From an optimization exercise on the open Yosys and OpenROAD flow, aimed at small area; shortcuts taken in it are not production practice. The RTL was checked by simulation tests, not by an equivalence proof against the original design. No activity file was given, so power comes from the tool's default toggle rates.

[design/flow/config.mk]
export PLATFORM = sky130hd
export DESIGN_NAME = window_gen_kxk
export DESIGN_NICKNAME = window_gen_kxk
export VERILOG_FILES = /design/flow/design.v
export SDC_FILE = /design/flow/constraint.sdc
export NUM_CORES = 4
export LEC_CHECK = 0
export CAP_MARGIN = 20
export CORE_MARGIN = 2
export CORE_UTILIZATION = 70
export PLACE_DENSITY = 0.8
export SLEW_MARGIN = 20
[design/flow/constraint.sdc]
create_clock -name core_clock -period 3.0 [get_ports {clk}]
set_input_delay 0.6000 -clock core_clock [delete_from_list [all_inputs] [get_ports {clk}]]
set_output_delay 0.6000 -clock core_clock [all_outputs]
set_load 0.01 [all_outputs]
[design/flow/design.v]
package cnn_pkg;
    localparam int unsigned K_SMALL    = 3;
    localparam int unsigned K_LARGE    = 5;
    localparam int unsigned STRIDE_ONE = 1;
    localparam int unsigned STRIDE_TWO = 2;
    function automatic logic is_legal_k(input int unsigned k);
        is_legal_k = (k == K_SMALL) || (k == K_LARGE);
    endfunction
    function automatic logic is_legal_stride(input int unsigned s);
        is_legal_stride = (s == STRIDE_ONE) || (s == STRIDE_TWO);
    endfunction
    function automatic int unsigned slot_index(input int unsigned row,
                                               input int unsigned col,
                                               input int unsigned k);
        slot_index = row * k + col;
    endfunction
    function automatic int unsigned last_aligned(input int unsigned dim,
                                                 input int unsigned k,
                                                 input int unsigned s);
        last_aligned = (k - 1) + ((dim - k) / s) * s;
    endfunction
endpackage
module row_delay #(
    parameter int unsigned DEPTH = 71,
    parameter int unsigned WIDTH = 32
) (
    input  logic                   clk,
    input  logic                   en,
    input  logic [WIDTH-1:0]       din,
    output logic [DEPTH*WIDTH-1:0] stages
);
    logic [WIDTH-1:0] mem [DEPTH];
    always_ff @(posedge clk) begin
        if (en) begin
            mem[0] <= din;
            for (int unsigned i = 1; i < DEPTH - 1; i++) begin
                mem[i] <= mem[i-1];
            end
        end
    end
    always_ff @(posedge clk) begin
        mem[DEPTH-1] <= mem[DEPTH-2];
    end
    always_comb begin
        for (int unsigned i = 0; i < DEPTH; i++) begin
            stages[i*WIDTH +: WIDTH] = mem[i];
        end
    end
endmodule
module window_gen_kxk #(
    parameter int unsigned DATA_WIDTH = 32,
    parameter int unsigned IMG_WIDTH  = 34,
    parameter int unsigned IMG_HEIGHT = 34,
    parameter int unsigned K          = 3,
    parameter int unsigned STRIDE     = 1
) (
    input  logic                      clk,
    input  logic                      resetn,
    input  logic                      data_valid_in,
    input  logic [DATA_WIDTH-1:0]     data_in,
    output logic [K*K*DATA_WIDTH-1:0] window_out,
    output logic                      valid_out,
    output logic                      frame_done
);
    localparam int unsigned CW = $clog2(IMG_WIDTH);
    localparam int unsigned RW = $clog2(IMG_HEIGHT);
    localparam int unsigned NS = (K - 1) * IMG_WIDTH + K;
    localparam logic [CW-1:0] COL_MAX     = CW'(IMG_WIDTH - 1);
    localparam logic [CW-1:0] COL_FIRST   = CW'(K - 1);
    localparam logic [CW-1:0] COL_LAST_AL = CW'(cnn_pkg::last_aligned(IMG_WIDTH, K, STRIDE));
    localparam logic [RW-1:0] ROW_MAX     = RW'(IMG_HEIGHT - 1);
    localparam logic [RW-1:0] ROW_FIRST   = RW'(K - 1);
    localparam logic [RW-1:0] ROW_LAST_AL = RW'(cnn_pkg::last_aligned(IMG_HEIGHT, K, STRIDE));
    localparam logic          PH_MAX      = 1'(STRIDE - 1);
    if (!cnn_pkg::is_legal_k(K)) begin : g_bad_k
        $error("window_gen_kxk: K must be 3 or 5");
    end
    if (!cnn_pkg::is_legal_stride(STRIDE)) begin : g_bad_stride
        $error("window_gen_kxk: STRIDE must be 1 or 2");
    end
    if (IMG_WIDTH < K) begin : g_bad_width
        $error("window_gen_kxk: IMG_WIDTH must be at least K");
    end
    if (IMG_HEIGHT < K) begin : g_bad_height
        $error("window_gen_kxk: IMG_HEIGHT must be at least K");
    end
    function automatic logic ph_step(input logic ph);
        ph_step = (ph == PH_MAX) ? 1'b0 : ph + 1'b1;
    endfunction
    logic                      accept;
    logic                      emit;
    logic                      frame_end;
    logic [CW-1:0]             col;
    logic [RW-1:0]             row;
    logic                      col_ph;
    logic                      row_ph;
    logic [NS*DATA_WIDTH-1:0]  stages;
    logic                      valid_q;
    logic                      frame_done_q;
    assign accept = data_valid_in;
    row_delay #(
        .DEPTH (NS),
        .WIDTH (DATA_WIDTH)
    ) u_line (
        .clk    (clk),
        .en     (accept),
        .din    (data_in),
        .stages (stages)
    );
    always_ff @(posedge clk or negedge resetn) begin
        if (!resetn) begin
            col    <= '0;
            row    <= '0;
            col_ph <= 1'b0;
            row_ph <= 1'b0;
        end else if (accept) begin
            if (col == COL_MAX) begin
                col    <= '0;
                col_ph <= 1'b0;
                if (row == ROW_MAX) begin
                    row    <= '0;
                    row_ph <= 1'b0;
                end else begin
                    row    <= row + 1'b1;
                    row_ph <= (row >= ROW_FIRST) ? ph_step(row_ph) : 1'b0;
                end
            end else begin
                col    <= col + 1'b1;
                col_ph <= (col >= COL_FIRST) ? ph_step(col_ph) : 1'b0;
            end
        end
    end
    assign emit = accept && (row >= ROW_FIRST) && (col >= COL_FIRST)
                  && (col_ph == 1'b0) && (row_ph == 1'b0);
    assign frame_end = emit && (row == ROW_LAST_AL) && (col == COL_LAST_AL);
    always_comb begin
        for (int unsigned j = 0; j < K; j++) begin
            for (int unsigned i = 0; i < K; i++) begin
                window_out[cnn_pkg::slot_index(j, i, K)*DATA_WIDTH +: DATA_WIDTH] =
                    stages[((K-1-j)*IMG_WIDTH + (K-1-i))*DATA_WIDTH +: DATA_WIDTH];
            end
        end
    end
    always_ff @(posedge clk or negedge resetn) begin
        if (!resetn) begin
            valid_q      <= 1'b0;
            frame_done_q <= 1'b0;
        end else begin
            valid_q      <= emit;
            frame_done_q <= frame_end;
        end
    end
    assign valid_out  = valid_q;
    assign frame_done = frame_done_q;
endmodule
[design/flow/flow/run.sh]
#!/bin/bash
set -euo pipefail
cd "$(dirname "$0")/.."
export BUFFER_PORTS_ARGS="-buffer_cell sky130_fd_sc_hd__buf_1"
export PRE_RESIZE_TCL="$PWD/flow/pre_resize.tcl"
export CTS_ARGS="-sink_clustering_enable -repair_clock_nets -dont_use_dummy_load -buf_list {sky130_fd_sc_hd__clkbuf_8} -sink_clustering_size 24 -sink_clustering_max_diameter 40"
bash standard.sh > standard_flow.log 2>&1
[design/flow/flow/pre_resize.tcl]
# Before the standard repair_design: take out the buffer tree that
# timing-driven global placement built on the high-fanout enable net, so
# repair_design rebuilds it (smaller). Port buffers are kept: their output
# nets are marked dont_touch while buffers are removed.
set port_bufs [get_cells -quiet {input* output*}]
set port_nets [get_nets -of [get_pins -of $port_bufs -filter "direction==output"]]
set_dont_touch $port_nets
remove_buffers
unset_dont_touch $port_nets
[design/flow/standard.sh]
#!/bin/bash
# synth_recipe.tcl (not shown) runs the flow's synth.tcl, then flattens the netlist and writes it again
# the make line also repeats each setting of config.mk as NAME=value (left out here)
make -C /OpenROAD-flow-scripts/flow DESIGN_CONFIG=/design/flow/config.mk WORK_HOME=/design/flow/orfs CLKGATE_MAP_FILE= SYNTH_SCRIPT=/design/flow/synth_recipe.tcl "${@:-finish}"
==> results by group, run 1 <==
Cells and area
  – Final Net Count: 2943
  – P&R area growth vs syn: 5.56%
  – Number of filler instances in the final layout: 5024
  – Share of final-layout standard cells stronger than drive strength 1: 7.17%
  – Final standard cell count with taps included and fillers excluded: 4201

Critical path
  – Kind of start point of the critical path: input port
  – CP most frequent cell: sky130_fd_sc_hd__buf_16
  – Worst setup path startpoint: data_valid_in
  – Critical path class: input port to flop
  – Critical Path, Cell by Cell: clkbuf_4 > buf_12 > buf_16 > buf_16
  – R2r setup slk: 1.24 ns
  – CP arrival: 2.93 ns
  – Crit. End Element: flop
  – Worst reg2reg path endpoint: row[3]
  – Cell with the largest stage delay on the worst path: sky130_fd_sc_hd__buf_16
  – Slowest stage delay, CP: 0.60 ns
  – Beginning of the worst register-to-register path: col[1]
  – Number of cells on the worst reg-to-reg path: 6
  – Crit path max fanout: 172
  – CP Data Required Time: 3.44 ns

Synthesis
  – Share of synthesized area occupied by flip-flops and latches: 96.4%
  – Syn_nets: 2673
  – Per-instance average area after synthesis: 26.9 µm²
  – Seq cells post-synth: 2286
  – Fraction of synthesis flops using an asynchronous set or reset pin: 0.612%
  – Commonest cells in the netlist: 2240 x sky130_fd_sc_hd__edfxtp_1, 288 x sky130_fd_sc_hd__buf_4, 32 x sky130_fd_sc_hd__dfxtp_1, 14 x sky130_fd_sc_hd__dfrtp_1, 8 x sky130_fd_sc_hd__nand2_1
  – Post-synthesis instance total: 2632
  – Library cell occupying the most area in the post-synthesis netlist: sky130_fd_sc_hd__edfxtp_1
  – Dominant register cell in the synthesized netlist: sky130_fd_sc_hd__edfxtp_1
  – Post-synthesis instance area: 70800 µm²
  – Top cells by area in the synthesized netlist: sky130_fd_sc_hd__edfxtp_1 95%, sky130_fd_sc_hd__buf_4 3.1%, sky130_fd_sc_hd__dfxtp_1 0.90%, sky130_fd_sc_hd__dfrtp_1 0.49%, sky130_fd_sc_hd__ha_1 0.11%
  – Distinct cells, synth: 30
  – Proportion of netlist area held by the largest area contributor: 95.0%
  – Count of flip-flops with a built-in enable after synthesis: 2240
  – Number of warnings printed during yosys synthesis: 3
  – Most used standard cell by instance count after synthesis: sky130_fd_sc_hd__edfxtp_1

Route
  – Remaining number of nets flagged by the antenna check after routing: 0
  – Initial DRT Pass Iterations: 5
  – Final routed wirelength across all metal layers: 78900 µm
  – Wire per inst: 18.8 µm
  – Count of routing violations after the opening detailed-route iteration: 2090
  – Vias: 22.7k
  – Number of DRC violations after detailed routing: 0
  – Via density per instance: 5.41

Floorplanning
  – Std-Cell Rows: 116
  – Core Area: 100000 µm²
  – Vertical extent of the die: 322 µm
  – Chip width: 322 µm
  – Initial Utilization: 70.7%
  – Io pins: 325
  – Area of the die: 104000 µm²

Worst hold path
  – Type of the worst min-delay path: input port to async pin

Placed design
  – Final Wtd Congestion: 0.765
  – Post-detail-place hpwl: 39100 µm
  – Port buffer count: 324
  – Placed instance count: 3983

Global route
  – Global routing usage summed across all routing layers: 15.0%
  – Global-route wire length before repair: 119000 µm
  – Maximum number of pins on one net before global-route repair: 264
  – Total overflow reported by the global router: 0
  – Antenna violations before repair: 2
  – Number of global-route vias before repair: 21.9k

Clocking
  – H-tree levels: 4
  – Worst-Skew Late Latency: 0.86 ns
  – Total CTS buffers: 181
  – Worst-case clock buffer depth: 3
  – Clock tree from TritonCTS: yes
  – Cell at the root of the clock tree: sky130_fd_sc_hd__clkbuf_8
  – Count of cells resized by post-cts repair: 0
  – Clock input transition at the sequential cells of the worst setup and hold paths: 0.08 ns
  – Number of buffers inserted to repair setup after CTS: 0
  – TritonCTS sink count: 2286

Timing
  – Transition time at the pin with the least slew margin: 0.852 ns
  – Final worst-path cycle share: 83.2%
  – Rel. slew slack: 43.2%
  – Total negative setup slack: 0 ns
  – Setup Skew: 0.0695 ns
  – Highest clock frequency the design can meet: 401 MHz
  – Slew Limit Fails: 0
  – RSZ-0062 raised after global routing: no
  – Clock period minus worst slack: 2.50 ns
  – Hold Fails Final Rpt: 0
  – Final setup vio count: 0

Power and ir drop
  – Pwr per Cell Area: 703 nW/µm²
  – Clk pwr share: 26.0%
  – Combinational cell fraction of total power: 2.2%
  – Sequential fraction of design power: 71.8%
  – Total net switching power: 9.81 mW
  – Switching Share: 18.7%
  – Internal Dissipation: 42.7 mW
  – Leakage dissipation: 24.6 nW
  – Peak supply drop: 0.482 mV

Run status
  – Outcome: timing/DRC/antenna clean

Run
  – Max-capacitance violation count: 0
==> critical path: cells and delay by family <==
family                 cells  cell delay, ns
buffers and inverters      4            1.97
==> sequential cells by signal, indices dropped and copies added, names as in the netlist <==
signal and flops:
row 6, valid_q 1, frame_done_q 1, col 6, u_line.mem 2272
==> layout make-up <==
class | instances | area (µm²) | share of cell area [%]
flip-flops and latches | 2286 | 68300 | 91.3
clock buffers | 181 | 2490 | 3.33
repair buffers | 377 | 1990 | 2.66
well taps | 1298 | 1620 | 2.17
multi-input cells | 52 | 370 | 0.495
inverters | 4 | 15.0 | 0.0201
diodes | 3 | 7.51 | 0.0100
==> power by group through the flow <==
stage | registers (mW) | clock network (mW) | logic [mW]
2_1_floorplan | 38.1 | 0 | 0.570
3_5_place_dp | 38.4 | 0 | 1.12
4_1_cts | 37.8 | 14.3 | 1.15
5_1_grt | 37.9 | 15.4 | 1.26
3_3_place_gp | 38.3 | 0 | 1.16
6_report | 37.7 | 13.7 | 1.14
==> per-stage QoR <==
| stage | utilization [%] | power, mW | hold WS [ns] | setup WS (ns) | cell area, µm² |
|---|---|---|---|---|---|
| floorplan | - | 38.7 | 0.304 | 1.46 | 70800 |
| global placement | 72.5 | 39.5 | 0.351 | 0.719 | 72600 |
| detailed placement | 71.8 | 39.6 | 0.354 | -0.340 | 71900 |
| CTS | 74.6 | 53.3 | 0.236 | 0.635 | 74700 |
| global route | 74.6 | 54.6 | 0.327 | 0.468 | 74800 |
| finish | 74.6 | 52.6 | 0.346 | 0.504 | 74800 |
==> logic make-up (layout without fill, tap and decap cells) <==
family,Yosys count,after routing,synth area share (%)
flip-flops,2286,2286,96.4
buffers and inverters,294,562,3.10
AND/OR/NAND/NOR,30,30,0.230
AO/OA/AOI/OAI,10,10,0.0936
adder cells (fa/ha/maj),6,6,0.106
XOR/XNOR,3,3,0.0371
multiplexers,3,3,0.0565
other,0,3,0
==> worst max-delay path by stage <==
| stage | slack [ns] | to | cells past startpoint |
|---|---|---|---|
| after floorplan | 1.46 | row[2] | 5 |
| after global placement | 0.72 | row[2] | 4 |
| after detailed placement | -0.34 | u_line.mem[62][31] | 4 |
| after CTS | 0.64 | u_line.mem[63][31] | 4 |
| after global routing | 0.47 | u_line.mem[63][31] | 4 |
| final | 0.50 | u_line.mem[63][31] | 4 |
==> layout by cell type, fill, tap and decap left out, drive strengths merged <==
master / count
inv: 4
nand3b: 1
o21ai: 4
nor2: 3
a41oi: 1
nor2b: 1
o22ai: 1
ha: 6
clkbuf: 182
nand4: 3
a21oi: 2
dfxtp: 32
a31oi: 1
and3: 2
mux2i: 1
a2111oi: 1
nor3: 2
dfrtp: 14
diode: 3
edfxtp: 2240
and4: 1
mux2: 2
nand2: 10
nand3: 5
buf: 343
xnor2: 3
dlygate4sd3: 33
nor4: 1
or3: 1
==> metal layers <==
metal / part of all wire (%) / vias up / global-route usage, %
met1: 46 / 11551 / 22.0
met4: 2.3 / 0 / 5.48
li1: - / 10471 / -
met2: 47 / 538 / 22.6
met3: 4.9 / 155 / 3.67
met5: 0 / - / 0
==> repair_timing <==
| item | in CTS | in global routing |
|---|---|---|
| hold buffers | 33 | 0 |
| setup endpoints to repair | 0 | 0 |
| hold endpoints to repair | 46 | 0 |
==> run 2, diff against run 1 <==
==> design/flow/flow/run.sh (replaced) <==
#!/bin/bash
set -euo pipefail
cd "$(dirname "$0")/.."
export BUFFER_PORTS_ARGS="-buffer_cell sky130_fd_sc_hd__buf_1"
export PRE_RESIZE_TCL="$PWD/flow/pre_resize.tcl"
export CTS_ARGS="-sink_clustering_enable -repair_clock_nets -dont_use_dummy_load -buf_list {sky130_fd_sc_hd__clkbuf_4} -sink_clustering_size 12 -sink_clustering_max_diameter 40"
bash standard.sh > standard_flow.log 2>&1
==> run 2 against run 1 <==
Against the previous run:
- synthesized cell count is the same
- critical path depth shrank 3
- fmax grew 3.1%
- setup slack gained 0.075 ns
- combinational power is essentially flat
- clock skew is essentially flat
- count of clock-buffer cells in the layout grew 39
- register-to-register slack lost 0.02 ns
- still clean
- first-iteration DRC count grew 0.43%
- hold slack lost 0.16 ns
- clock power shrank 15%
- sequential share of layout area grew 0.95 points
==> results by group, run 2 <==
Run status
  – Outcome: timing/DRC/antenna clean

Synthesis
  – Fraction of synthesis flops using an asynchronous set or reset pin: 0.612% (unchanged)
  – Number of warnings printed during yosys synthesis: 3 (unchanged)
  – Distinct cells, synth: 30 (unchanged)
  – Top cells by area in the synthesized netlist: sky130_fd_sc_hd__edfxtp_1 95%, sky130_fd_sc_hd__buf_4 3.1%, sky130_fd_sc_hd__dfxtp_1 0.90%, sky130_fd_sc_hd__dfrtp_1 0.49%, sky130_fd_sc_hd__ha_1 0.11%
  – Main combinational cell family by area after synthesis: buffers and inverters
  – Dominant register cell in the synthesized netlist: sky130_fd_sc_hd__edfxtp_1
  – Share of synthesized area occupied by flip-flops and latches: 96.4% (unchanged)
  – Per-instance average area after synthesis: 26.9 µm² (unchanged)
  – Commonest cells in the netlist: 2240 x sky130_fd_sc_hd__edfxtp_1, 288 x sky130_fd_sc_hd__buf_4, 32 x sky130_fd_sc_hd__dfxtp_1, 14 x sky130_fd_sc_hd__dfrtp_1, 8 x sky130_fd_sc_hd__nand2_1
  – Syn_nets: 2673 (unchanged)
  – Count of flip-flops with a built-in enable after synthesis: 2240 (unchanged)
  – Library cell occupying the most area in the post-synthesis netlist: sky130_fd_sc_hd__edfxtp_1
  – Mux share of post-synthesis cell area: 0.0565% (unchanged)
  – Synthesized-area fraction occupied by adder cells: 0.106% (unchanged)
  – Post-Synth Simple-Gate Area: 0.230% (unchanged)
  – Proportion of netlist area held by the largest area contributor: 95.0% (unchanged)
  – Most used standard cell by instance count after synthesis: sky130_fd_sc_hd__edfxtp_1
  – Post-synthesis instance area: 70800 µm² (unchanged)
  – Seq cells post-synth: 2286 (unchanged)
  – Post-synthesis instance total: 2632 (unchanged)
  – Synth Area in Compound Gates: 0.0936% (unchanged)
  – Synthesized-area fraction occupied by xor and xnor cells: 0.0371% (unchanged)

Route
  – Count of routing violations after the opening detailed-route iteration: 2099 (+0.43%)
  – Remaining number of nets flagged by the antenna check after routing: 0 (unchanged)
  – Final routed wirelength across all metal layers: 79800 µm (+1.1%)
  – Met2 wirelength from detailed routing: 36800 µm (-0.58%)
  – Uppermost metal layer occupied by signal nets: met4
  – Initial DRT Pass Iterations: 5 (unchanged)
  – Total met3 wirelength after detailed routing: 4230 µm (+9.1%)
  – Vias: 23.1k (+1.7%)
  – Number of DRC violations after detailed routing: 0 (unchanged)
  – Via density per instance: 5.43 (+0.47%)
  – Wire per inst: 18.8 µm (about the same)
  – Routed length on met1: 36900 µm (+2.2%)

Critical path
  – Beginning of the worst register-to-register path: col[1]
  – CP arrival: 1.82 ns (-1.11 ns)
  – Crit path max fanout: 2 (-99%)
  – Cell family with most CP delay: flip-flops
  – Cell with the largest stage delay on the worst path: sky130_fd_sc_hd__edfxtp_1
  – Worst reg2reg path endpoint: row[3]
  – Critical path class: flop to output pin
  – R2r setup slk: 1.22 ns (-0.02 ns)
  – Crit. End Element: output pin
  – Number of cells on the worst reg-to-reg path: 6 (unchanged)
  – Critical Path, Cell by Cell: buf_1
  – Kind of start point of the critical path: flop
  – Buffers and inverters on the worst path: 1 (-3)
  – Slowest stage delay, CP: 0.45 ns (-0.15 ns)
  – CP Data Required Time: 2.40 ns (-1.04 ns)

Floorplanning
  – Std-Cell Rows: 116 (unchanged)
  – Initial Utilization: 70.7% (unchanged)
  – Io pins: 325 (unchanged)
  – Vertical extent of the die: 322 µm (unchanged)
  – Chip width: 322 µm (unchanged)
  – Area of the die: 104000 µm² (unchanged)
  – Core Area: 100000 µm² (unchanged)

Global route
  – Number of global-route vias before repair: 22.5k (+2.9%)
  – Global routing usage summed across all routing layers: 15.2% (+0.24 points)
  – Global-route wire length before repair: 121000 µm (+2.0%)
  – Total overflow reported by the global router: 0 (unchanged)
  – Antenna violations before repair: 2 (unchanged)
  – Maximum number of pins on one net before global-route repair: 264 (unchanged)

Placed design
  – Post-detail-place hpwl: 39100 µm (unchanged)
  – Worst slack at placement: -0.340 ns (unchanged)
  – Placed instance count: 3983 (unchanged)
  – Port buffer count: 324 (unchanged)
  – Final Wtd Congestion: 0.765 (unchanged)

Timing
  – Transition time at the pin with the least slew margin: 0.847 ns (-0.00432 ns)
  – Hold Fails Final Rpt: 0 (unchanged)
  – Final worst-path cycle share: 80.7% (-2.5 points)
  – Clock period minus worst slack: 2.42 ns (-0.0750 ns)
  – Final setup vio count: 0 (unchanged)
  – Slew Limit Fails: 0 (unchanged)
  – Highest clock frequency the design can meet: 413 MHz (+3.1%)
  – Rel. slew slack: 43.5% (+0.29 points)
  – Setup Skew: 0.0693 ns (-0.000221 ns)
  – RSZ-0062 raised after global routing: no
  – Final setup slack of the worst path: 0.579 ns (+0.0750 ns)

Power and ir drop
  – Pwr per Cell Area: 683 nW/µm² (-2.9%)
  – Tot Pwr: 50.5 mW (-3.9%)
  – Peak supply drop: 0.530 mV (+10%)
  – Leakage dissipation: 24.3 nW (-1.1%)

Clocking
  – Clock tree from TritonCTS: yes
  – Worst-Skew Late Latency: 1.12 ns (+0.26 ns)
  – H-tree levels: 4 (unchanged)
  – TritonCTS sink count: 2286 (unchanged)
  – Cell at the root of the clock tree: sky130_fd_sc_hd__clkbuf_4
  – Clock input transition at the sequential cells of the worst setup and hold paths: 0.12 ns (+0.04 ns)
  – Worst-case clock buffer depth: 3 (unchanged)
  – Number of buffers inserted to repair setup after CTS: 0 (unchanged)
  – Total CTS buffers: 220 (+22%)

Cells and area
  – Most common cell after layout, fill and taps aside: sky130_fd_sc_hd__edfxtp_1
  – Leading registers by flop count: u_line.mem: 2272 flops, col: 6 flops, row: 6 flops
  – Final Net Count: 2988 (+1.5%)
  – Commonest cells after routing, fill and taps aside: 2240 x sky130_fd_sc_hd__edfxtp_1, 323 x sky130_fd_sc_hd__buf_1, 221 x sky130_fd_sc_hd__clkbuf_4, 39 x sky130_fd_sc_hd__dlygate4sd3_1, 32 x sky130_fd_sc_hd__dfxtp_1
  – Max reg flops: 2272 (unchanged)
  – Register with the most flip-flops: u_line.mem
  – P&R area growth vs syn: 4.47%
  – Final standard cell count with taps included and fillers excluded: 4251 (+1.2%)
  – Share of final-layout standard cells stronger than drive strength 1: 8.39% (+1.2 points)

Worst hold path
  – Hold path start: data_in[12]
  – Terminating pin of the worst hold path: u_line.mem[0][12]
  – Type of the worst min-delay path: input port to flop
  – Hold Crit Depth: 2

Run
  – Max-capacitance violation count: 0 (unchanged)
## run 2: cell counts after synthesis
Identical to the previous run, type by type.
## run 2: layout make-up
class                      count  area (µm²)
tap                         1298        1620
inverter                       4        15.0
clock buffer                 220        1650
antenna                        8        20.0
timing repair buffer         383        2050
multi-input combinational     52         370
sequential                  2286       68300
fill                        5266       26200
## run 2: worst max path at each step
stage | start | endpoint | slack [ns] | depth (start not counted)
2_1_floorplan | data_valid_in | row[2] | 1.46 | 5
3_3_place_gp | data_valid_in | row[2] | 0.72 | 4
3_5_place_dp | data_valid_in | u_line.mem[62][31] | -0.34 | 4
4_1_cts | u_line.mem[36][13] | window_out[109] | 0.35 | 1
5_1_grt | u_line.mem[35][26] | window_out[154] | 0.37 | 1
6_report | u_line.mem[36][13] | window_out[109] | 0.58 | 1
## run 2: cells by family after synthesis
logic type | count (synthesis)
DFF | 2286
buffers and inverters | 294
and+or+nand+nor | 30
AOI/OAI and AO/OA | 10
adders and majority gates | 6
xor gates and xnor gates | 3
muxes | 3
## run 2: metrics by stage
stage | hold slack, ns | utilization, % | TNS [ns] | instance area (µm²)
after floorplan | 0.304 | - | 0 | 70800
after global placement | 0.351 | 72.5 | 0 | 72600
after detailed placement | 0.354 | 71.8 | -96.58 | 71900
after CTS | 0.00181 | 73.8 | 0 | 73900
after global routing | 0.0322 | 73.9 | 0 | 74000
final | 0.189 | 73.9 | 0 | 74000
## run 2: metal layers
metal | track usage [%] | vias to the layer above
met5 | 0 | -
met4 | 5.84 | 0
met3 | 3.97 | 149
li1 | - | 10662
met1 | 22.5 | 11690
met2 | 22.6 | 592
## run 2: timing repair
item                      in CTS  in global routing
hold buffers                  39                  0
gates resized for setup        0                  0
hold endpoints to repair      46                  0
## run 2: where the power goes
part / total (mW) / switching, mW / internal, mW
clock: 11.6 / 8.27 / 3.37
combinational: 1.14 / 0.873 / 0.270
sequential: 37.7 / 0.637 / 37.1
==> run 3, diff against run 2 <==
--- a/design/flow/design.v
+++ b/design/flow/design.v
@@ -107,6 +107,16 @@
         .din    (data_in),
         .stages (stages)
     );
+    function automatic logic at_max_c(input logic [CW-1:0] v);
+        at_max_c = &(v | ~COL_MAX);
+    endfunction
+    function automatic logic at_max_r(input logic [RW-1:0] v);
+        at_max_r = &(v | ~ROW_MAX);
+    endfunction
+    logic col_wrap;
+    logic row_wrap;
+    assign col_wrap = at_max_c(col);
+    assign row_wrap = at_max_r(row);
     always_ff @(posedge clk or negedge resetn) begin
         if (!resetn) begin
             col    <= '0;
@@ -114,10 +124,10 @@
             col_ph <= 1'b0;
             row_ph <= 1'b0;
         end else if (accept) begin
-            if (col == COL_MAX) begin
+            if (col_wrap) begin
                 col    <= '0;
                 col_ph <= 1'b0;
-                if (row == ROW_MAX) begin
+                if (row_wrap) begin
                     row    <= '0;
                     row_ph <= 1'b0;
                 end else begin
@@ -132,7 +142,9 @@
     end
     assign emit = accept && (row >= ROW_FIRST) && (col >= COL_FIRST)
                   && (col_ph == 1'b0) && (row_ph == 1'b0);
-    assign frame_end = emit && (row == ROW_LAST_AL) && (col == COL_LAST_AL);
+    assign frame_end = emit
+                       && ((ROW_LAST_AL == ROW_MAX) ? row_wrap : (row == ROW_LAST_AL))
+                       && ((COL_LAST_AL == COL_MAX) ? col_wrap : (col == COL_LAST_AL));
     always_comb begin
         for (int unsigned j = 0; j < K; j++) begin
             for (int unsigned i = 0; i < K; i++) begin
==> run 3 against run 2 <==
Against the previous run:
- fmax shrank 12%
- clock skew is 0.013 ns higher
- setup slack worse by 0.32 ns
- still clean
- via count fell by 0.21%
- die area is essentially flat
- critical path type is now input port to flop
- routed wire length decreased by 2.2%
- synthesized cell count fell by 0.15%
- count of clock-buffer cells in the layout did not move
- first-iteration DRC count decreased by 1.8%
- flip-flop and latch count unchanged
- synthesized area barely moved
==> results by group, run 3 <==
Route
  – Wire per inst: 18.4 µm (-2.0%)
  – Final routed wirelength across all metal layers: 78000 µm (-2.2%)
  – Via density per instance: 5.43 (about the same)
  – Remaining number of nets flagged by the antenna check after routing: 0 (unchanged)
  – Vias: 23.0k (-0.21%)
  – Count of routing violations after the opening detailed-route iteration: 2061 (-1.8%)
  – Initial DRT Pass Iterations: 5 (unchanged)
  – Number of DRC violations after detailed routing: 0 (unchanged)

Clocking
  – Clock input transition at the sequential cells of the worst setup and hold paths: 0.10 ns (-0.02 ns)
  – Count of cells resized by post-cts repair: 0 (unchanged)
  – Worst-case clock buffer depth: 3 (unchanged)
  – Worst-Skew Late Latency: 1.12 ns (about the same)
  – TritonCTS sink count: 2286 (unchanged)
  – Number of buffers inserted to repair setup after CTS: 0 (unchanged)
  – Clock tree from TritonCTS: yes
  – Cell at the root of the clock tree: sky130_fd_sc_hd__clkbuf_4
  – H-tree levels: 4 (unchanged)
  – Total CTS buffers: 220 (unchanged)

Floorplanning
  – Std-Cell Rows: 116 (unchanged)
  – Core Area: 100000 µm² (unchanged)
  – Vertical extent of the die: 322 µm (about the same)
  – Io pins: 325 (unchanged)
  – Area of the die: 104000 µm² (about the same)
  – Initial Utilization: 70.7% (about the same)
  – Chip width: 322 µm (about the same)

Timing
  – Hold Fails Final Rpt: 0 (unchanged)
  – Final setup vio count: 0 (unchanged)
  – Clock period minus worst slack: 2.74 ns (+0.317 ns)
  – Final worst-path cycle share: 91.3% (+11 points)
  – Setup Skew: 0.0823 ns (+0.0130 ns)
  – Highest clock frequency the design can meet: 365 MHz (-12%)
  – Slew Limit Fails: 0 (unchanged)
  – Hold Slack: 0.216 ns (+0.0266 ns)
  – Rel. slew slack: 41.8% (-1.7 points)
  – Transition time at the pin with the least slew margin: 0.872 ns (+0.0251 ns)
  – RSZ-0062 raised after global routing: no

Synthesis
  – Number of warnings printed during yosys synthesis: 3 (unchanged)
  – Synthesized-area fraction occupied by xor and xnor cells: 0.0619% (+0.025 points)
  – Fraction of synthesis flops using an asynchronous set or reset pin: 0.612% (unchanged)
  – Distinct cells, synth: 26 (-13%)
  – Top cells by area in the synthesized netlist: sky130_fd_sc_hd__edfxtp_1 95%, sky130_fd_sc_hd__buf_4 3.1%, sky130_fd_sc_hd__dfxtp_1 0.91%, sky130_fd_sc_hd__dfrtp_1 0.50%, sky130_fd_sc_hd__ha_1 0.071%
  – Dominant register cell in the synthesized netlist: sky130_fd_sc_hd__edfxtp_1
  – Share of synthesized area occupied by flip-flops and latches: 96.5% (about the same)
  – Library cell occupying the most area in the post-synthesis netlist: sky130_fd_sc_hd__edfxtp_1
  – Count of flip-flops with a built-in enable after synthesis: 2240 (unchanged)
  – Per-instance average area after synthesis: 26.9 µm² (about the same)
  – Most used standard cell by instance count after synthesis: sky130_fd_sc_hd__edfxtp_1
  – Post-synthesis instance area: 70800 µm² (about the same)
  – Proportion of netlist area held by the largest area contributor: 95.1% (about the same)
  – Seq cells post-synth: 2286 (unchanged)
  – Synth Area in Compound Gates: 0.0937% (about the same)
  – Mux share of post-synthesis cell area: 0% (-0.057 points)
  – Synthesized-area fraction occupied by adder cells: 0.0707% (-0.035 points)
  – Commonest cells in the netlist: 2240 x sky130_fd_sc_hd__edfxtp_1, 288 x sky130_fd_sc_hd__buf_4, 32 x sky130_fd_sc_hd__dfxtp_1, 14 x sky130_fd_sc_hd__dfrtp_1, 11 x sky130_fd_sc_hd__nand2_1
  – Post-synthesis instance total: 2628 (-0.15%)
  – Syn_nets: 2667 (-0.22%)
  – Main combinational cell family by area after synthesis: buffers and inverters
  – Post-Synth Simple-Gate Area: 0.225% (-0.0051 points)

Power and ir drop
  – Pwr per Cell Area: 682 nW/µm² (about the same)
  – Peak supply drop: 0.476 mV (-10%)
  – Leakage dissipation: 24.3 nW (-0.19%)

Cells and area
  – Max reg flops: 2272 (unchanged)
  – Register with the most flip-flops: u_line.mem
  – Post-route cell area: 73900 µm² (-0.11%)
  – Share of final-layout standard cells stronger than drive strength 1: 8.24% (-0.15 points)
  – Number of filler instances in the final layout: 5298 (+0.61%)
  – Leading registers by flop count: u_line.mem: 2272 flops, col: 6 flops, row: 6 flops
  – Share of the core filled with cells in the final layout: 73.8% (-0.084 points)
  – Register cell area after layout: 68300 µm² (unchanged)
  – Commonest cells after routing, fill and taps aside: 2240 x sky130_fd_sc_hd__edfxtp_1, 323 x sky130_fd_sc_hd__buf_1, 221 x sky130_fd_sc_hd__clkbuf_4, 36 x sky130_fd_sc_hd__dlygate4sd3_1, 32 x sky130_fd_sc_hd__dfxtp_1
  – Area used by multi-input combinational logic: 319 µm² (-14%)
  – Most common cell after layout, fill and taps aside: sky130_fd_sc_hd__edfxtp_1
  – Final Net Count: 2978 (-0.33%)
  – P&R area growth vs syn: 4.44% (about the same)

Critical path
  – Crit path max fanout: 168 (+166)
  – Kind of start point of the critical path: input port
  – CP Data Required Time: 3.64 ns (+1.24 ns)
  – Critical path class: input port to flop
  – R2r setup slk: 1.58 ns (+0.36 ns)
  – CP arrival: 3.37 ns (+1.55 ns)
  – Crit. End Element: flop

Placed design
  – Port buffer count: 324 (unchanged)
  – Final Wtd Congestion: 0.779 (+1.8%)
  – Post-detail-place hpwl: 37500 µm (-4.3%)
  – Placed instance area: 71800 µm² (about the same)

Global route
  – Antenna violations before repair: 2 (unchanged)
  – Total overflow reported by the global router: 0 (unchanged)
  – Maximum number of pins on one net before global-route repair: 173 (-34%)
  – Number of global-route vias before repair: 22.6k (+0.12%)
  – Global routing usage summed across all routing layers: 14.9% (-0.32 points)
  – Global-route wire length before repair: 120000 µm (-1.5%)

Run
  – Max-capacitance violation count: 0 (unchanged)

Worst hold path
  – Type of the worst min-delay path: input port to flop

Run status
  – Outcome: timing/DRC/antenna clean
## run 3: changes by cell type in the layout (fill, tap and decap cells not counted), sizes merged, moves of 3 or more
cell and delta:
dlygate4sd3 -3, nor2 +3, o31ai +3, or4 +3
xor2 +4
## run 3: cells by family after synthesis
logic type               count (synthesis)
AO/OA/AOI/OAI                           10
XOR/XNOR                                 5
adder cells (fa/ha/maj)                  4
buffers and inverters                  292
flip-flops                            2286
AND/OR/NAND/NOR                         31
## run 3: final timing paths
check | start | end | cells after the start
setup / recovery | data_valid_in | u_line.mem[65][22] | 5
hold reg to reg | u_line.mem[69][24] | u_line.mem[70][24] | 0
min in group asynchronous | resetn | row[5] | 3
max in group asynchronous | resetn | row[3] | 4
hold / removal | data_in[17] | u_line.mem[0][17] | 2
setup reg to reg | row[1] | row[4] | 4
## run 3: stage by stage
stage	TNS (ns)	setup slack (ns)	std cells	power (mW)
after floorplan	0	1.55	2628	38.7
after global placement	0	0.749	4015	39.4
after detailed placement	-111.79	-0.433	3978	39.5
after CTS	0	0.247	4234	51.2
after global routing	0	0.273	4243	52.5
final	0	0.261	4244	50.4
## run 3: cell type report
type / count / share of cell area, %
diodes: 9 / 0.0305
repair buffers: 379 / 2.74
well taps: 1298 / 2.20
flip-flops and latches: 2286 / 92.4
clock buffers: 220 / 2.23
multi-input cells: 50 / 0.432
inverters: 2 / 0.0102
## run 3: repair_timing
item / CTS / global route
setup endpoints to repair: 0 / 4
hold buffers: 36 / 0
hold endpoints to repair: 64 / 0
## run 3: critical path: stages
cell and delay [ns]:
sky130_fd_sc_hd__dlygate4sd3_1 0.54, sky130_fd_sc_hd__clkbuf_4 0.31, sky130_fd_sc_hd__buf_12 0.60, sky130_fd_sc_hd__buf_16 0.42, sky130_fd_sc_hd__buf_16 0.54
## run 3: layer usage
layer	global-route usage, %	vias up	share of wire, %
met5	0	-	0
met4	5.65	0	2.2
met3	3.95	161	5.4
met2	21.8	614	46
met1	22.3	11632	46
li1	-	10637	-
## run 3: where the power goes
part | switching, mW | internal (mW) | total [mW]
combinational | 0.837 | 0.250 | 1.09
clock | 8.22 | 3.37 | 11.6
sequential | 0.637 | 37.1 | 37.7
==> run 4, diff against run 3 <==
==> design/flow/flow/run.sh (replaced) <==
#!/bin/bash
set -euo pipefail
cd "$(dirname "$0")/.."
export BUFFER_PORTS_ARGS="-buffer_cell sky130_fd_sc_hd__buf_1"
export PRE_RESIZE_TCL="$PWD/flow/pre_resize.tcl"
export POST_GLOBAL_PLACE_TCL="$PWD/flow/post_gp.tcl"
export CTS_ARGS="-sink_clustering_enable -repair_clock_nets -dont_use_dummy_load -buf_list {sky130_fd_sc_hd__clkbuf_4} -sink_clustering_size 12 -sink_clustering_max_diameter 40"
bash standard.sh > standard_flow.log 2>&1
==> design/flow/flow/post_gp.tcl (new file) <==
# The data and reset inputs arrive early enough to need hold padding after
# CTS anyway; make their port buffers delay-gate buffers so that the
# padding is the port buffer itself rather than an extra cell.
foreach port [get_ports {data_in[*] resetn}] {
  foreach pin [get_pins -quiet -of [get_nets -of $port] -filter "direction==input"] {
    set inst [get_cells -of $pin]
    if {[get_property [get_lib_cells -of $inst] name] eq "sky130_fd_sc_hd__buf_1"} {
      replace_cell $inst sky130_fd_sc_hd__dlygate4sd3_1
    }
  }
}
==> run 4 against run 3 <==
Against the previous run:
- the run now fails in 3_3_place_gp
- synthesized area unchanged
- synthesized cell count unchanged
==> results by group, run 4 <==
Synthesis
  – Count of flip-flops with a built-in enable after synthesis: 2240 (unchanged)
  – Commonest cells in the netlist: 2240 x sky130_fd_sc_hd__edfxtp_1, 288 x sky130_fd_sc_hd__buf_4, 32 x sky130_fd_sc_hd__dfxtp_1, 14 x sky130_fd_sc_hd__dfrtp_1, 11 x sky130_fd_sc_hd__nand2_1
  – Syn_nets: 2667 (unchanged)
  – Share of synthesized area occupied by flip-flops and latches: 96.5% (unchanged)
  – Post-synthesis instance area: 70800 µm² (unchanged)
  – Most used standard cell by instance count after synthesis: sky130_fd_sc_hd__edfxtp_1
  – Distinct cells, synth: 26 (unchanged)
  – Per-instance average area after synthesis: 26.9 µm² (unchanged)
  – Post-synthesis instance total: 2628 (unchanged)
  – Top cells by area in the synthesized netlist: sky130_fd_sc_hd__edfxtp_1 95%, sky130_fd_sc_hd__buf_4 3.1%, sky130_fd_sc_hd__dfxtp_1 0.91%, sky130_fd_sc_hd__dfrtp_1 0.50%, sky130_fd_sc_hd__ha_1 0.071%
  – Library cell occupying the most area in the post-synthesis netlist: sky130_fd_sc_hd__edfxtp_1
  – Seq cells post-synth: 2286 (unchanged)
  – Proportion of netlist area held by the largest area contributor: 95.1% (unchanged)
  – Dominant register cell in the synthesized netlist: sky130_fd_sc_hd__edfxtp_1
  – Fraction of synthesis flops using an asynchronous set or reset pin: 0.612% (unchanged)
  – Number of warnings printed during yosys synthesis: 3 (unchanged)

Floorplanning
  – Chip width: 322 µm (unchanged)
  – Io pins: 325 (unchanged)
  – Initial Utilization: 70.7% (unchanged)
  – Std-Cell Rows: 116 (unchanged)
  – Vertical extent of the die: 322 µm (unchanged)

Run status
  – Last flow stage reached: 3_3_place_gp
  – Outcome: stopped before the end
  – First reported error: [ERROR STA-0100] unsupported object type Port.

Placed design
  – Port buffer count: 324 (unchanged)
## run 4: cell families after synthesis
kind of cell    count (synthesis)  synth area share, %
compound gates                 10               0.0937
flops                        2286                 96.5
xor+xnor                        5               0.0619
simple gates                   31                0.225
fa+ha+maj                       4               0.0707
buf+inv                       292                 3.09
==> run 5, diff against run 4 <==
==> design/flow/flow/post_gp.tcl (replaced) <==
# The data and reset inputs arrive early enough to need hold padding after
# CTS anyway; make their port buffers delay-gate buffers so that the
# padding is the port buffer itself rather than an extra cell.
foreach inst [get_cells input*] {
  set net [get_full_name [get_nets -of [get_pins -of $inst -filter "direction==input"]]]
  if {[string match {data_in*} $net] || $net eq "resetn"} {
    if {[get_property [get_lib_cells -of $inst] name] eq "sky130_fd_sc_hd__buf_1"} {
      replace_cell $inst sky130_fd_sc_hd__dlygate4sd3_1
    }
  }
}
==> run 5 against run 4 <==
Against the previous run:
- now clean on timing, DRC and antenna
- synthesized area stayed put
- synthesized cell count is the same
==> results by group, run 5 <==
Placed design
  – Post-detail-place hpwl: 37900 µm
  – Port buffer count: 324 (unchanged)

Cells and area
  – P&R area growth vs syn: 4.69%
  – Register with the most flip-flops: u_line.mem
  – Max reg flops: 2272
  – Leading registers by flop count: u_line.mem: 2272 flops, col: 6 flops, row: 6 flops
  – Share of final-layout standard cells stronger than drive strength 1: 8.21%
  – Share of the core filled with cells in the final layout: 74.0%
  – Commonest cells after routing, fill and taps aside: 2240 x sky130_fd_sc_hd__edfxtp_1, 290 x sky130_fd_sc_hd__buf_1, 220 x sky130_fd_sc_hd__clkbuf_4, 67 x sky130_fd_sc_hd__dlygate4sd3_1, 32 x sky130_fd_sc_hd__dfxtp_1
  – Final Net Count: 2975
  – Number of filler instances in the final layout: 5313
  – Most common cell after layout, fill and taps aside: sky130_fd_sc_hd__edfxtp_1

Worst hold path
  – Hold Crit Depth: 0
  – Type of the worst min-delay path: flop to flop

Synthesis
  – Top cells by area in the synthesized netlist: sky130_fd_sc_hd__edfxtp_1 95%, sky130_fd_sc_hd__buf_4 3.1%, sky130_fd_sc_hd__dfxtp_1 0.91%, sky130_fd_sc_hd__dfrtp_1 0.50%, sky130_fd_sc_hd__ha_1 0.071%
  – Share of synthesized area occupied by flip-flops and latches: 96.5% (unchanged)
  – Post-synthesis instance area: 70800 µm² (unchanged)
  – Seq cells post-synth: 2286 (unchanged)
  – Distinct cells, synth: 26 (unchanged)
  – Number of warnings printed during yosys synthesis: 3 (unchanged)
  – Syn_nets: 2667 (unchanged)
  – Commonest cells in the netlist: 2240 x sky130_fd_sc_hd__edfxtp_1, 288 x sky130_fd_sc_hd__buf_4, 32 x sky130_fd_sc_hd__dfxtp_1, 14 x sky130_fd_sc_hd__dfrtp_1, 11 x sky130_fd_sc_hd__nand2_1
  – Per-instance average area after synthesis: 26.9 µm² (unchanged)
  – Fraction of synthesis flops using an asynchronous set or reset pin: 0.612% (unchanged)
  – Library cell occupying the most area in the post-synthesis netlist: sky130_fd_sc_hd__edfxtp_1
  – Proportion of netlist area held by the largest area contributor: 95.1% (unchanged)
  – Post-synthesis instance total: 2628 (unchanged)
  – Dominant register cell in the synthesized netlist: sky130_fd_sc_hd__edfxtp_1
  – Most used standard cell by instance count after synthesis: sky130_fd_sc_hd__edfxtp_1
  – Count of flip-flops with a built-in enable after synthesis: 2240 (unchanged)

Route
  – Vias: 23.0k
  – Wire per inst: 18.4 µm
  – Initial DRT Pass Iterations: 7
  – Via density per instance: 5.44
  – Number of DRC violations after detailed routing: 0
  – Final routed wirelength across all metal layers: 78100 µm
  – Count of routing violations after the opening detailed-route iteration: 2060
  – Remaining number of nets flagged by the antenna check after routing: 0

Floorplanning
  – Std-Cell Rows: 116 (unchanged)
  – Vertical extent of the die: 322 µm (unchanged)
  – Io pins: 325 (unchanged)
  – Core Area: 100000 µm²
  – Area of the die: 104000 µm²
  – Initial Utilization: 70.7% (unchanged)
  – Chip width: 322 µm (unchanged)

Timing
  – Setup Skew: 0.0660 ns
  – Final worst-path cycle share: 91.6%
  – Total negative setup slack: 0 ns
  – RSZ-0062 raised after global routing: no
  – Final setup vio count: 0
  – Hold Fails Final Rpt: 0
  – Slew Limit Fails: 0
  – Clock period minus worst slack: 2.75 ns
  – Rel. slew slack: 41.5%
  – Highest clock frequency the design can meet: 364 MHz
  – Transition time at the pin with the least slew margin: 0.877 ns

Clocking
  – Worst-case clock buffer depth: 3
  – Worst-Skew Late Latency: 1.09 ns
  – H-tree levels: 4
  – Total CTS buffers: 219
  – Count of cells resized by post-cts repair: 0
  – Clock input transition at the sequential cells of the worst setup and hold paths: 0.11 ns
  – Clock tree from TritonCTS: yes
  – TritonCTS sink count: 2286
  – Cell at the root of the clock tree: sky130_fd_sc_hd__clkbuf_4

Critical path
  – Critical path class: input port to flop
  – Crit path max fanout: 168
  – CP Data Required Time: 3.64 ns
  – CP arrival: 3.39 ns
  – Kind of start point of the critical path: input port
  – Number of cells on the worst reg-to-reg path: 4
  – Crit. End Element: flop

Global route
  – Global-route wire length before repair: 120000 µm
  – Number of global-route vias before repair: 22.5k
  – Total overflow reported by the global router: 0
  – Global routing usage summed across all routing layers: 15.0%
  – Antenna violations before repair: 2
  – Maximum number of pins on one net before global-route repair: 173

Power and ir drop
  – Pwr per Cell Area: 680 nW/µm²
  – Leakage dissipation: 24.3 nW
  – Peak supply drop: 0.498 mV

Run
  – Max-capacitance violation count: 0

Run status
  – Outcome: timing/DRC/antenna clean
==> run 5: cell counts after synthesis <==
Identical to the previous run, type by type.
==> run 5: cell families (layout without fill, tap and decap cells) <==
group	Yosys count	after routing	synth area share, %
buffers and inverters	292	598	3.09
AND/OR/NAND/NOR	31	31	0.225
adder cells (fa/ha/maj)	4	4	0.0707
other	0	7	0
XOR/XNOR	5	5	0.0619
AO/OA/AOI/OAI	10	10	0.0937
flip-flops	2286	2286	96.5
==> run 5: area by class of cell <==
type,count,area [µm²],area share (%)
diodes,7,17.5,0.0236
flip-flops and latches,2286,68300,92.1
inverters,2,7.51,0.0101
multi-input cells,50,319,0.431
clock buffers,219,1640,2.22
well taps,1298,1620,2.19
repair buffers,377,2210,2.98
==> run 5: stage by stage <==
stage | hold slack, ns | total power [mW] | area (µm²) | worst slack (ns) | cells
2_1_floorplan | 0.304 | 38.7 | 70800 | 1.55 | 2628
4_1_cts | 0.360 | 51.2 | 74000 | 0.268 | 4231
6_report | 0.342 | 50.4 | 74100 | 0.251 | 4239
3_5_place_dp | 0.355 | 39.5 | 72100 | -0.436 | 3978
3_3_place_gp | 0.352 | 39.4 | 72100 | 0.749 | 4015
5_1_grt | 0.362 | 52.6 | 74100 | 0.256 | 4239
==> run 5: what timing repair did <==
action / in CTS / in global routing
endpoints found under the setup margin: 0 / 32
setup buffers: 0 / 0
endpoints found under the hold margin: 64 / 0
hold buffers: 34 / 0
==> run 5: final timing paths <==
path,start,slack [ns],end
setup reg to reg,row[1],1.58,row[4]
hold / removal,u_line.mem[69][24],0.34,u_line.mem[70][24]
hold reg to reg,u_line.mem[69][24],0.34,u_line.mem[70][24]
min in group asynchronous,resetn,0.56,col[3]
setup / recovery,data_valid_in,0.25,u_line.mem[61][8]
max in group asynchronous,resetn,1.98,row[0]
==> run 5: critical path: stages <==
cell                            delay (ns)
sky130_fd_sc_hd__dlygate4sd3_1        0.53
sky130_fd_sc_hd__clkbuf_4             0.31
sky130_fd_sc_hd__buf_12               0.58
sky130_fd_sc_hd__buf_16               0.39
sky130_fd_sc_hd__buf_16               0.52
==> run 5: layer usage <==
metal,track usage [%],up-vias,part of all wire (%)
met5,0,-,0
met4,5.99,0,2.7
met3,3.96,172,5.7
met2,21.7,641,46
met1,22.6,11591,46
li1,-,10635,-
==> run 5: power by group <==
part	switching, mW	leakage (nW)	total [mW]	internal, mW
Combinational	0.835	0.974	1.10	0.268
Clock	8.21	1.01	11.6	3.35
Sequential	0.638	22.4	37.7	37.1
Total	9.68	24.3	50.4	40.7

## re-timing with driven ports
In the flow no input, the clock included, has a driving cell. The finished layouts below were timed again as built, in two steps.
Step 1 assumes that a clkbuf_16 drives the clock port and a buf_2 every other input.
Step 2 adds t to the input delays and takes it off the output delays; t is the mean of the earliest and latest rising clock arrival at the registers after step 1. Input paths then give back, and output paths get back, about the clock's delay inside the block.
a / b / c = no drivers / after step 1 / after step 2; a / b = the first two.
run	t (ns)	setup WS [ns]	slew at the worst register clock pin (ns)	cell pins on the clock port's net
run 1	0.884	0.504 / 0.548 / -0.336	0.12 / 0.12	1
run 2	1.139	0.579 / 0.508 / -0.295	0.12 / 0.12	1
run 3	1.127	0.261 / 0.296 / -0.831	0.12 / 0.12	1
run 5	1.129	0.251 / 0.298 / -0.831	0.12 / 0.12	1
With both steps, setup timing fails in every run listed, where it was met with ideal ports. The setup slack of run 3, which loses most, moves by +0.035 ns with the drivers and by -1.092 ns with both steps.
